Context: an optimization exercise on an open-source flow, tuned for small area, a short achievable clock period and few clock cycles. The choices shown serve that exercise and are no tape-out recipe. At most, simulation tests tie the RTL to the original design; equivalence was not proved. Power figures rest on the tool's default switching activity, not on a simulated workload.

== oak ==
==> module alu_cla_adder, before the edit <==
module alu_cla_adder #(
	parameter int W = 40
) (
	input  logic [W-1:0] a,
	input  logic [W-1:0] b,
	output logic [W-1:0] sum
);
	assign sum = a + b;
endmodule
Settings: LEC_CHECK=0, CAP_MARGIN=20, CORE_MARGIN=2, CORE_UTILIZATION=40, SETUP_SLACK_MARGIN=3.6, SLEW_MARGIN=20, TNS_END_PERCENT=5, DONT_USE_CELLS=sky130_fd_sc_hd__fa_1 sky130_fd_sc_hd__fa_2 sky130_fd_sc_hd__fa_4 sky130_fd_sc_hd__ha_1 sky130_fd_sc_hd__ha_2 sky130_fd_sc_hd__ha_4; clock period 6.0 ns.
standard.sh (not shown) runs the stock make flow with config.mk's settings and CLKGATE_MAP_FILE= SYNTH_SCRIPT=/design/flow/synth_recipe.tcl, a recipe that flattens the netlist after the stock synthesis.
==> flow/flow/run.sh <==
#!/bin/bash
# The standard layout (the standard.sh: the same ORFS synthesis script,
# floorplan, placement, CTS and routing) with two changes:
#  - the full and half adder cells are put on the don't-use list (added to
#    config.mk, ahead of the platform's own list), so synthesis leaves adders
#    as plain gates for abc to map: a faster carry-save tree than the slow
#    fa/ha cells give, with the same registers;
#  - the port buffers that placement inserts are buf_1 cells instead of the
#    delay buffer the resizer picks by default.
# make's full output goes to flow_make.log; ORFS keeps each tool's log under
# orfs/logs/.
set -euo pipefail
printf '\nexport DONT_USE_CELLS = sky130_fd_sc_hd__fa_1 sky130_fd_sc_hd__fa_2 sky130_fd_sc_hd__fa_4 sky130_fd_sc_hd__ha_1 sky130_fd_sc_hd__ha_2 sky130_fd_sc_hd__ha_4\n' >> config.mk
export BUFFER_PORTS_ARGS="-buffer_cell sky130_fd_sc_hd__buf_1"
bash standard.sh > flow_make.log 2>&1
Per the final summary, oak finished and its layout is clean on timing, DRC and antenna.
Setup changes, oak to pine
--- a/flow/design.v
+++ b/flow/design.v
@@ -63,11 +63,31 @@
 ) (
 	input  logic [W-1:0] a,
 	input  logic [W-1:0] b,
 	output logic [W-1:0] sum
 );
-	assign sum = a + b;
+	localparam int L = $clog2(W);
+	logic [W-1:0] p;
+	logic [L:0][W-1:0] g_l;
+	logic [L:0][W-1:0] p_l;
+	assign p = a ^ b;
+	always_comb begin
+		g_l[0] = a & b;
+		p_l[0] = p;
+		for (int l = 0; l < L; l++) begin
+			for (int i = 0; i < W; i++) begin
+				if (((i >> l) & 1) != 0) begin
+					g_l[l+1][i] = g_l[l][i] | (p_l[l][i] & g_l[l][((i >> l) << l) - 1]);
+					p_l[l+1][i] = p_l[l][i] & p_l[l][((i >> l) << l) - 1];
+				end else begin
+					g_l[l+1][i] = g_l[l][i];
+					p_l[l+1][i] = p_l[l][i];
+				end
+			end
+		end
+	end
+	assign sum = p ^ {g_l[L][W-2:0], 1'b0};
 endmodule
 `timescale 1ns/1ns
 module alu_booth_step (
 	input  logic [31:0] m,
 	input  logic [3:0]  one,
--- outcome ---
pine: first-pass GRT wire length is 1000 µm higher than what oak reported.
Higher tightest slew margin relative to the limit was reported by pine, not oak.
oak has a lower synthesis-to-finish area growth than pine.
Routing usage on met2: oak vs pine — no meaningful difference
Summary of pine over oak: setup slack of the critical path after layout shrank by 0.084 ns; number of ordinary inverters in the final layout held steady; aggregate routed wire length grew by 6.7%.
oak reports its uppermost layer routed as met4 while pine reports met5.
pine — share of cell area taken by muxes after synthesis 0.23 points higher, oak as reference
Lower via count was reported by oak, not pine.
In pine the fraction of power consumed by combinational cells turned out 2.0 points higher than in oak.
Going from oak to pine, the cell count was found to have gone down by 28.
Across both runs, area of the placeable core was lower for pine than for oak.
When the final numbers for pine and oak were put side by side, the clock share of power turned out to be greater in oak.
No run of this note included a check of the RTL's function; only the layout flow was run.

========
== the previous run ==
The RTL this note starts from:
==> flow/design.v <==
`timescale 1ns/1ns
package alu_pkg;
	localparam int word_width = 32;
	typedef enum logic [3:0] {
		op_add  = 4'd0,
		op_sub  = 4'd1,
		op_and  = 4'd2,
		op_or   = 4'd3,
		op_not  = 4'd4,
		op_neg  = 4'd5,
		op_shr  = 4'd6,
		op_shra = 4'd7,
		op_shl  = 4'd8,
		op_ror  = 4'd9,
		op_rol  = 4'd10,
		op_mul  = 4'd11
	} alu_op_t;
endpackage
`timescale 1ns/1ns
module alu_shifting (
	input  logic [31:0] a,
	input  logic [4:0]  s,
	input  logic [4:0]  k,
	input  logic        big,
	input  logic        left,
	input  logic        shift,
	input  logic        arith,
	output logic [31:0] c
);
	logic        fill;
	logic [31:0] rot;
	logic [31:0] th;
	logic [31:0] keep;
	assign fill = arith & a[31];
	always_comb begin
		rot = a;
		if (k[0]) rot = {rot[0],    rot[31:1]};
		if (k[1]) rot = {rot[1:0],  rot[31:2]};
		if (k[2]) rot = {rot[3:0],  rot[31:4]};
		if (k[3]) rot = {rot[7:0],  rot[31:8]};
		if (k[4]) rot = {rot[15:0], rot[31:16]};
	end
	always_comb begin
		for (int i = 0; i < 32; i++)
			th[i] = (5'(i) >= s);
	end
	always_comb begin
		if (!shift)
			keep = '1;
		else if (big)
			keep = '0;
		else if (left)
			keep = th;
		else
			for (int i = 0; i < 32; i++)
				keep[i] = th[31 - i];
	end
	assign c = (rot & keep) | ({32{fill}} & ~keep);
endmodule
`timescale 1ns/1ns
module alu_cla_adder #(
	parameter int W = 40
) (
	input  logic [W-1:0] a,
	input  logic [W-1:0] b,
	input  logic         cin,
	output logic [W-1:0] sum
);
	assign sum = a + b + {{(W-1){1'b0}}, cin};
endmodule
`timescale 1ns/1ns
module alu_booth_step (
	input  logic [31:0] m,
	input  logic [3:0]  one,
	input  logic [3:0]  two,
	input  logic [3:0]  neg,
	input  logic [32:0] s_in,
	input  logic [32:0] c_in,
	output logic [32:0] s_out,
	output logic [32:0] c_out,
	output logic [7:0]  s_lo,
	output logic [7:0]  c_lo
);
	logic [32:0]      mx;
	logic [32:0]      m2x;
	logic [3:0][32:0] r;
	logic [40:0]      a0, a1, a2, a3, sx, cx;
	logic [40:0]      s1, c1, s2, c2, s3, c3, s4, c4;
	assign mx  = {m[31], m};
	assign m2x = {m, 1'b0};
	always_comb begin
		for (int i = 0; i < 4; i++)
			r[i] = (({33{one[i]}} & mx) | ({33{two[i]}} & m2x)) ^ {33{neg[i]}};
	end
	assign a0 = {8'd0, ~r[0][32], r[0][31:0]} | (41'd170 << 32);
	assign a1 = {6'd0, ~r[1][32], r[1][31:0], 2'd0};
	assign a2 = {4'd0, ~r[2][32], r[2][31:0], 4'd0};
	assign a3 = {2'd0, ~r[3][32], r[3][31:0], 6'd0};
	assign sx = {8'd0, s_in};
	assign cx = {8'd0, c_in};
	assign s1 = a0 ^ a1 ^ a2;
	assign c1 = {((a0 & a1) | (a0 & a2) | (a1 & a2)), 1'b0};
	assign s2 = a3 ^ sx ^ cx;
	assign c2 = {((a3 & sx) | (a3 & cx) | (sx & cx)), 1'b0};
	assign s3 = s1 ^ c1 ^ s2;
	assign c3 = {((s1 & c1) | (s1 & s2) | (c1 & s2)), 1'b0};
	assign s4 = s3 ^ c3 ^ c2;
	assign c4 = {((s3 & c3) | (s3 & c2) | (c3 & c2)), 1'b0};
	assign s_lo  = s4[7:0];
	assign c_lo  = c4[7:0];
	assign s_out = s4[40:8];
	assign c_out = c4[40:8];
endmodule
module alu_booth_enc (
	input  logic [7:0] b,
	input  logic       bm1,
	output logic [3:0] one,
	output logic [3:0] two,
	output logic [3:0] neg
);
	logic [8:0] bb;
	assign bb = {b, bm1};
	always_comb begin
		for (int i = 0; i < 4; i++) begin
			one[i] = bb[2*i+1] ^ bb[2*i];
			two[i] = (bb[2*i+2] & ~bb[2*i+1] & ~bb[2*i]) |
				(~bb[2*i+2] & bb[2*i+1] & bb[2*i]);
			neg[i] = bb[2*i+2];
		end
	end
endmodule
`timescale 1ns/1ns
module alu_result_stage (
	input  logic        f_sum,
	input  logic        f_and,
	input  logic        f_or,
	input  logic        f_not,
	input  logic        f_sh,
	input  logic [31:0] y,
	input  logic [31:0] b,
	input  logic [31:0] sum,
	input  logic [31:0] shift_c,
	output logic [31:0] result
);
	assign result = ({32{f_sum}} & sum) |
		({32{f_and}} & (y & b)) |
		({32{f_or}} & (y | b)) |
		({32{f_not}} & ~b) |
		({32{f_sh}} & shift_c);
endmodule
`timescale 1ns/1ns
import alu_pkg::*;
module alu_unit (
	input  logic                           clk,
	input  logic                           rst,
	input  logic [alu_pkg::word_width-1:0] bus_in,
	input  logic                           y_load,
	input  alu_pkg::alu_op_t               op,
	input  logic                           op_valid,
	output logic [alu_pkg::word_width-1:0] z_hi,
	output logic [alu_pkg::word_width-1:0] z_lo,
	output logic                           done,
	output logic                           busy
);
	logic        accept;
	logic        acc_mul;
	logic        is_sub;
	logic        is_left;
	logic [31:0] b_r;
	logic        yl_r;
	logic        f_sub, cin_r;
	logic        f_sq, f_ya, f_sum, f_and, f_or, f_not, f_sh;
	logic        f_left, f_shift, f_arith, f_big;
	logic [4:0]  f_k;
	logic        vn;
	logic        m1, ph2, ph3, ph4, ph5;
	logic [31:0] y;
	logic [31:0] b_raw;
	logic [31:0] y_next;
	logic        s32;
	logic [32:0] cs;
	logic [7:0]  sl, cl;
	logic        k;
	logic [3:0]  e_one, e_two, e_neg;
	logic [3:0]  n_one, n_two, n_neg;
	logic [3:0]  i_one, i_two, i_neg;
	logic        step;
	logic        step_more;
	logic [31:0] src;
	logic [32:0] negs;
	logic [32:0] st_s_in, st_c_in;
	logic [32:0] st_s, st_c;
	logic [7:0]  st_sl, st_cl;
	logic [8:0]  lo_sum;
	logic [7:0]  lo_byte;
	logic [39:0] add_a, add_b, add_sum;
	logic [31:0] shift_c;
	logic [31:0] result;
	assign accept  = op_valid & ~busy;
	assign acc_mul = accept & (op == op_mul);
	assign is_sub  = (op == op_sub) | (op == op_neg);
	assign is_left = (op == op_shl) | (op == op_rol);
	always_ff @(posedge clk) begin
		if (rst) begin
			yl_r <= 1'b0;
			vn   <= 1'b0;
			m1   <= 1'b0;
			ph2  <= 1'b0;
			ph3  <= 1'b0;
			ph4  <= 1'b0;
			ph5  <= 1'b0;
			busy <= 1'b0;
			done <= 1'b0;
		end else begin
			yl_r <= y_load & ~busy;
			vn   <= accept & (op != op_mul);
			m1   <= acc_mul;
			ph2  <= m1;
			ph3  <= ph2;
			ph4  <= ph3;
			ph5  <= ph4;
			busy <= acc_mul | m1 | ph2 | ph3;
			done <= vn | ph5;
		end
	end
	always_ff @(posedge clk) begin
		if (ph4)
			b_r <= '0;
		else if (!busy)
			b_r <= bus_in ^ {32{is_sub}};
		f_sub   <= is_sub;
		cin_r   <= ph4 ? lo_sum[8] : (accept & is_sub);
		f_sq    <= accept & is_sub;
		f_ya    <= accept & ((op == op_add) | (op == op_sub));
		f_sum   <= accept & ((op == op_add) | is_sub);
		f_and   <= accept & (op == op_and);
		f_or    <= accept & (op == op_or);
		f_not   <= accept & (op == op_not);
		f_sh    <= accept & (op >= op_shr) & (op <= op_rol);
		f_left  <= is_left;
		f_shift <= (op == op_shr) | (op == op_shra) | (op == op_shl);
		f_arith <= (op == op_shra);
		f_big   <= |bus_in[31:5];
		f_k     <= is_left ? (5'd0 - bus_in[4:0]) : bus_in[4:0];
	end
	assign b_raw  = b_r ^ {32{f_sub}};
	assign y_next = yl_r ? b_raw : y;
	always_ff @(posedge clk) begin
		if (rst)
			y <= '0;
		else if (busy && y_load)
			y <= bus_in;
		else
			y <= y_next;
	end
	assign step      = m1 | ph2 | ph3 | ph4;
	assign step_more = m1 | ph2 | ph3;
	assign src       = m1 ? y : z_lo;
	alu_booth_enc u_enc_next (
		.b   (src[15:8]),
		.bm1 (src[7]),
		.one (n_one),
		.two (n_two),
		.neg (n_neg)
	);
	alu_booth_enc u_enc_first (
		.b   (y_next[7:0]),
		.bm1 (1'b0),
		.one (i_one),
		.two (i_two),
		.neg (i_neg)
	);
	always_ff @(posedge clk) begin
		if (step_more) begin
			e_one <= n_one;
			e_two <= n_two;
			e_neg <= n_neg;
		end else begin
			e_one <= i_one;
			e_two <= i_two;
			e_neg <= i_neg;
		end
	end
	always_comb begin
		negs = '0;
		for (int j = 0; j < 16; j++)
			negs[2*j] = y[2*j+1];
	end
	assign st_s_in = {s32, z_hi & {32{~m1}}};
	assign st_c_in = cs | (negs & {33{m1}});
	alu_booth_step u_step (
		.m     (b_r),
		.one   (e_one),
		.two   (e_two),
		.neg   (e_neg),
		.s_in  (st_s_in),
		.c_in  (st_c_in),
		.s_out (st_s),
		.c_out (st_c),
		.s_lo  (st_sl),
		.c_lo  (st_cl)
	);
	assign lo_sum = {1'b0, sl} + {1'b0, cl} + {8'd0, k};
	always_ff @(posedge clk) begin
		if (step) begin
			s32 <= st_s[32];
			cs  <= st_c;
			sl  <= st_sl;
			cl  <= st_cl;
			k   <= lo_sum[8];
		end else begin
			s32 <= 1'b1;
			cs  <= '0;
			sl  <= '0;
			cl  <= '0;
			k   <= 1'b0;
		end
	end
	assign add_a = {(y & {32{f_ya}}) | (z_hi & {32{ph5}}), sl};
	assign add_b = {b_r | cs[31:0], cl | {8{f_sq}}};
	alu_cla_adder #(.W(40)) u_adder (
		.a   (add_a),
		.b   (add_b),
		.cin (cin_r),
		.sum (add_sum)
	);
	alu_shifting u_shifter (
		.a     (y),
		.s     (b_r[4:0]),
		.k     (f_k),
		.big   (f_big),
		.left  (f_left),
		.shift (f_shift),
		.arith (f_arith),
		.c     (shift_c)
	);
	alu_result_stage u_result (
		.f_sum   (f_sum),
		.f_and   (f_and),
		.f_or    (f_or),
		.f_not   (f_not),
		.f_sh    (f_sh),
		.y       (y),
		.b       (b_r),
		.sum     (add_sum[39:8]),
		.shift_c (shift_c),
		.result  (result)
	);
	assign lo_byte = ph5 ? add_sum[7:0] : lo_sum[7:0];
	always_ff @(posedge clk) begin
		z_hi <= (st_s[31:0] & {32{step}}) | (add_sum[39:8] & {32{ph5}});
		z_lo <= result | ({lo_byte, src[31:8]} & {32{step | ph5}});
	end
endmodule
export LEC_CHECK = 0
export CAP_MARGIN = 20
export CORE_MARGIN = 2
export CORE_UTILIZATION = 40
export SETUP_SLACK_MARGIN = 3.6
export SLEW_MARGIN = 20
export TNS_END_PERCENT = 5
create_clock -name core_clock -period 6.0 [get_ports {clk}]
==> flow/flow/run.sh <==
#!/bin/bash
# The standard layout (the standard.sh: the same ORFS synthesis script,
# floorplan, placement, CTS and routing) with two changes:
#  - the full and half adder cells are kept off the cell list, so synthesis
#    leaves adders as plain gates for abc to map (faster carry-save tree than
#    the slow fa/ha cells; the registers are the same);
#  - the port buffers that placement inserts are buf_1 cells instead of the
#    delay buffer the resizer picks by default.
# make's full output goes to flow_make.log; ORFS keeps each tool's log under
# orfs/logs/.
set -euo pipefail
export DONT_USE_CELLS="sky130_fd_sc_hd__fa_1 sky130_fd_sc_hd__fa_2 sky130_fd_sc_hd__fa_4 sky130_fd_sc_hd__ha_1 sky130_fd_sc_hd__ha_2 sky130_fd_sc_hd__ha_4"
export BUFFER_PORTS_ARGS="-buffer_cell sky130_fd_sc_hd__buf_1"
bash standard.sh > flow_make.log 2>&1
In summary, the previous run completed successfully, with a layout that passed the timing, DRC and antenna checks.
Testbench counts of the previous run, summed over its fixed seeds: cycles 6,522.
#### Input delta (the current run over the previous run)
--- a/flow/design.v
+++ b/flow/design.v
@@ -64,8 +64,7 @@
 	input  logic [W-1:0] a,
 	input  logic [W-1:0] b,
-	input  logic         cin,
 	output logic [W-1:0] sum
 );
-	assign sum = a + b + {{(W-1){1'b0}}, cin};
+	assign sum = a + b;
 endmodule
 `timescale 1ns/1ns
@@ -169,6 +168,7 @@
 	logic [31:0] b_r;
 	logic        yl_r;
+	logic [31:0] a_r;
 	logic        f_sub, cin_r;
-	logic        f_sq, f_ya, f_sum, f_and, f_or, f_not, f_sh;
+	logic        f_sum, f_and, f_or, f_not, f_sh;
 	logic        f_left, f_shift, f_arith, f_big;
 	logic [4:0]  f_k;
@@ -229,8 +229,10 @@
 		else if (!busy)
 			b_r <= bus_in ^ {32{is_sub}};
+		if (step)
+			a_r <= st_s[31:0];
+		else
+			a_r <= y_next & {32{(op == op_add) | (op == op_sub)}};
 		f_sub   <= is_sub;
 		cin_r   <= ph4 ? lo_sum[8] : (accept & is_sub);
-		f_sq    <= accept & is_sub;
-		f_ya    <= accept & ((op == op_add) | (op == op_sub));
 		f_sum   <= accept & ((op == op_add) | is_sub);
 		f_and   <= accept & (op == op_and);
@@ -287,5 +289,5 @@
 			negs[2*j] = y[2*j+1];
 	end
-	assign st_s_in = {s32, z_hi & {32{~m1}}};
+	assign st_s_in = {s32, a_r};
 	assign st_c_in = cs | (negs & {33{m1}});
 	alu_booth_step u_step (
@@ -312,15 +314,14 @@
 			s32 <= 1'b1;
 			cs  <= '0;
-			sl  <= '0;
+			sl  <= {8{accept & is_sub}};
 			cl  <= '0;
 			k   <= 1'b0;
 		end
 	end
-	assign add_a = {(y & {32{f_ya}}) | (z_hi & {32{ph5}}), sl};
-	assign add_b = {b_r | cs[31:0], cl | {8{f_sq}}};
+	assign add_a = {a_r, sl};
+	assign add_b = {b_r | cs[31:0], cl[7:1], cin_r};
 	alu_cla_adder #(.W(40)) u_adder (
 		.a   (add_a),
 		.b   (add_b),
-		.cin (cin_r),
 		.sum (add_sum)
 	);
@@ -349,5 +350,5 @@
 	assign lo_byte = ph5 ? add_sum[7:0] : lo_sum[7:0];
 	always_ff @(posedge clk) begin
-		z_hi <= (st_s[31:0] & {32{step}}) | (add_sum[39:8] & {32{ph5}});
+		z_hi <= add_sum[39:8] & {32{ph5}};
 		z_lo <= result | ({lo_byte, src[31:8]} & {32{step | ph5}});
 	end
- The current run did not stop at any stage, and its layout met the timing, DRC and antenna checks.
- In the tables for the previous run and the current run, critical path depth reads lower with the current run.
- When the final numbers for the previous run and the current run were put side by side, the share of total power in combinational logic turned out to be smaller in the current run.
- Met1 demand-to-capacity share in global routing (the current run over the previous run): decrease, 0.74 points
- Power in the clock group ended up 15% higher on the current run than on the previous run.
- Between the previous run and the current run, maximum operating frequency is higher for the previous run, the current run comes in under that.
- The current run vs the previous run: highest ir drop seen on vdd up by a few percent
- Between the previous run and the current run, the flow reports cell count after placement increasing by a few percent.
- Compared with the previous run, the current run shows a number of flip-flops and latches that is about 14% higher.
- Compared with the previous run, in the current run final worst setup slack went down by 0.25 ns; die area went up by about 1.5%; total wire length went up by 2.7%; post-synthesis share of cell area spent on xor and xnor gates went down by 0.16 points.
Testbench counts of the current run, summed over its fixed seeds: cycles 6,522.

[re-timing with driven ports]
The flow's constraints put no driver on any port. The routed layouts listed below were extracted and timed again, unchanged, in two steps. Step 1, drivers: a clkbuf_16 drives clk and a buf_2 each remaining input, both assumed. Step 2 times the ports against the registers' clock, not the clock port: input delays grow and output delays shrink by t, the midpoint of the rising clock arrivals with the driver on. Three values: ideal ports, drivers, drivers and shift; two values: the first two.
run | t (ns) | setup slack, ns | hold WS [ns] | worst data-port slew with drivers (ns)
oak | 0.663 | 3.079 / 3.079 / 2.950 | 0.437 / 0.437 / 0.437 | 0.05
pine | 0.596 | 2.995 / 2.995 / 2.630 | 0.444 / 0.444 / 0.444 | 0.04
the previous run | 0.633 | 3.047 / 3.047 / 2.736 | 0.480 / 0.480 / 0.480 | 0.05
the current run | 0.679 | 2.798 / 2.798 / 2.798 | 0.436 / 0.436 / 0.436 | 0.05
After both steps every run listed still meets setup and hold. The setup slack of pine, which loses most, moves by 0.000 ns with the drivers and by -0.365 ns with both steps.
